Source: an optimization exercise on an open RTL-to-GDS flow (aim: small area, a short achievable clock period and few clock cycles per item). Production flows keep margins and buffers that such runs may drop.
At most, simulation tests tie the RTL to the original design; equivalence was not proved.

v48:
// yuvToRgb
module yuvToRgb (
	input logic Clock,
	input logic resetn,
	input logic start,
	input logic [15:0] readData,
	output logic done,
	output logic [17:0] sramAddress,
	output logic [15:0] sramWriteData,
	output logic sramWeN
);
Size: about 1900 cells after synthesis, about 400 flip-flops, roughly 55 I/O pins, roughly 23000 um^2 of cells after synthesis.
export LEC_CHECK = 0
export CAP_MARGIN = 20
export CORE_MARGIN = 2
export CORE_UTILIZATION = 40
export SETUP_SLACK_MARGIN = 5
export SLEW_MARGIN = 20
export SYNTH_HIERARCHICAL = 1
export SYNTH_MINIMUM_KEEP_SIZE = 0
create_clock -name core_clock -period 12.0 [get_ports {Clock}]
standard.sh (not shown) runs the stock make flow with config.mk's settings and CLKGATE_MAP_FILE= SYNTH_SCRIPT=/design/flow/synth_recipe.tcl, a recipe that flattens the netlist after the stock synthesis.
==> flow/flow/run.sh <==
#!/bin/bash
# The standard layout, with plain buffers (buf_2) on the ports instead of the
# delay buffers that buffer_ports picks by default.
set -e
export BUFFER_PORTS_ARGS="-buffer_cell sky130_fd_sc_hd__buf_2"
bash standard.sh > standard.log 2>&1
v48 closes out successfully: all stages finished, all timing, DRC and antenna checks passed.
Testbench counts of v48, summed over its fixed seeds: cycles 26,144, rows 32.
Changes in v53 relative to v48:
- swapping 40 for 60 in CORE_UTILIZATION
==> flow/flow/run.sh <==
#!/bin/bash
set -euo pipefail
bash standard.sh SETUP_SLACK_MARGIN=8.4 "BUFFER_PORTS_ARGS=-buffer_cell sky130_fd_sc_hd__buf_2" finish > standard.log 2>&1
## What came out
- Status: fraction of area in multi-input gates parity (v53, v48)
- v53 vs. v48: maximum operating frequency went up by about 17%.
- More vias were needed by v53 than by v48.
- Relative area change from synthesis to final layout of v48 is on par with v53.
Setup changes, v53 to v25
- CORE_UTILIZATION now 40, was 60
Notes after the runs:
- In summary, v25 completed successfully, with a layout that passed the timing, DRC and antenna checks.
- Against v53 as the reference, v25 delivers a higher final standard cell area without fillers.
- Going from v53 to v25, clock buffer count grew by a little under 10%.
- Relative to v53, well-tap cell count increased by about 50% in v25.
- Changes observed in v25 relative to v53: worst setup slack down 0.017 ns, utilization -23 points, count of fill cells added during filler insertion went up.
- Relative to v53, growth of design area from synthesis to finish has gone up in v25.
- The fmax number comes out lower for v25 vs v53.
Changes in v33 relative to v25:
==> flow/run.sh (new file) <==
#!/bin/bash
# synth_recipe.tcl (not shown) runs the flow's synth.tcl, then flattens the netlist and writes it again
# the make line also repeats each setting of config.mk as NAME=value (left out here)
make -C /OpenROAD-flow-scripts/flow DESIGN_CONFIG=/design/flow/config.mk WORK_HOME=/design/flow/orfs CLKGATE_MAP_FILE= SYNTH_SCRIPT=/design/flow/synth_recipe.tcl finish
removed: flow/flow/run.sh
removed: flow/standard.sh
- Post-detailed-routing wire length shrinks by a few percent when moving from v25 to v33.
- v25 has lower maximum cell stage delay along the critical path than v33.
- Summary: with v25 as the reference, met1 layer wirelength in the final routing in v33 moved down by a few percent.
- From v25 to v33, number of buffers inserted for hold repair after clock tree synthesis did not move at all.
- The sequential share of cell area of v33 and that of v25 are within noise of each other.
- In the tables for v25 and v33, clock buffer instance count of the final layout reads lower with v33.
- In the flow results for v25 and v33, the shortest clock period the worst path allows after layout is smaller on v25.
- On v33: non-clock buffer count is 43 lower than what v25 gave.

Another version of the RTL of yuvToRgb (not shown whole).
For scale: ~1800 cells after synthesis, about 400 flip-flops, about 55 I/O pins.
// yuvToRgb
module yuvToRgb (
	input logic Clock,
	input logic resetn,
	input logic start,
	input logic [15:0] readData,
	output logic done,
	output logic [17:0] sramAddress,
	output logic [15:0] sramWriteData,
	output logic sramWeN
);
clock: 12.0 ns
lec_check: 0
cap_margin: 20
core_margin: 2
core_utilization: 40
cts_cluster_diameter: 100
cts_cluster_size: 25
setup_slack_margin: 5
slew_margin: 20
synth_hierarchical: 1
synth_minimum_keep_size: 0
==> flow/flow/run.sh <==
#!/bin/bash
set -euo pipefail
bash standard.sh SETUP_SLACK_MARGIN=8.4 "BUFFER_PORTS_ARGS=-buffer_cell sky130_fd_sc_hd__buf_2" finish > standard.log 2>&1
The baseline finished with timing, DRC and antenna clean.
==> next run, changes <==
==> flow/flow/run.sh (replaced) <==
#!/bin/bash
set -euo pipefail
bash standard.sh SETUP_SLACK_MARGIN=8.6 "BUFFER_PORTS_ARGS=-buffer_cell sky130_fd_sc_hd__buf_2" finish > standard.log 2>&1
Synthesized cell count stays the same.
Routed wire length rises by 1.8%.
Utilization grows by 0.63 points.
Global-route usage climbs by 0.23 points.
Die area does not change.
Worst setup slack gets worse by 0.026 ns.
First-iteration DRC count climbs by 7.2%.
Hold slack is about the same.
==> next run, changes <==
==> flow/flow/run.sh (replaced) <==
#!/bin/bash
set -euo pipefail
bash standard.sh SETUP_SLACK_MARGIN=8.5 "BUFFER_PORTS_ARGS=-buffer_cell sky130_fd_sc_hd__buf_2" finish > standard.log 2>&1
Outcome:
- clock-buffer cell count came out higher by 2
- register-to-register slack improved by 0.03 ns
- worst setup slack improved by 0.032 ns
- worst hold slack hardly moves
- flip-flop and latch count does not change
- synthesized cell count stays the same
Function was not checked in any run of this note: the RTL went through the layout flow alone.

==> separate check: timing with driven ports <==
The flow's constraints put no driver on any port. The routed layouts listed below were extracted and timed again, unchanged, in two steps. Step 1 assumes that a clkbuf_16 drives the clock port and a buf_2 every other input. Step 2 adds t to the input delays and takes it off the output delays; t is the mean of the earliest and latest rising clock arrival at the registers after step 1. Input paths then give back, and output paths get back, about the clock's delay inside the block. a / b / c = ideal ports / drivers / drivers and shift; a / b = the first two.
run | t, ns | setup slack, ns | worst slew at a driven data input, ns | pins driven straight from the clock port
v48 | 0.620 | 7.821 / 7.821 / 7.821 | 0.04 | 1
v53 | 0.621 | 8.427 / 8.369 / 8.435 | 0.04 | 1
v25 | 0.626 | 8.410 / 8.357 / 8.490 | 0.03 | 1
v33 | 0.609 | 7.972 / 7.918 / 7.972 | 0.04 | 1
the first run of note 2 | 0.601 | 8.365 / 8.365 / 8.365 | 0.04 | 1
the second run of note 2 | 0.596 | 8.339 / 8.339 / 8.339 | 0.04 | 1
the third run of note 2 | 0.602 | 8.371 / 8.371 / 8.371 | 0.04 | 1
After both steps setup and hold are still met in every run listed.
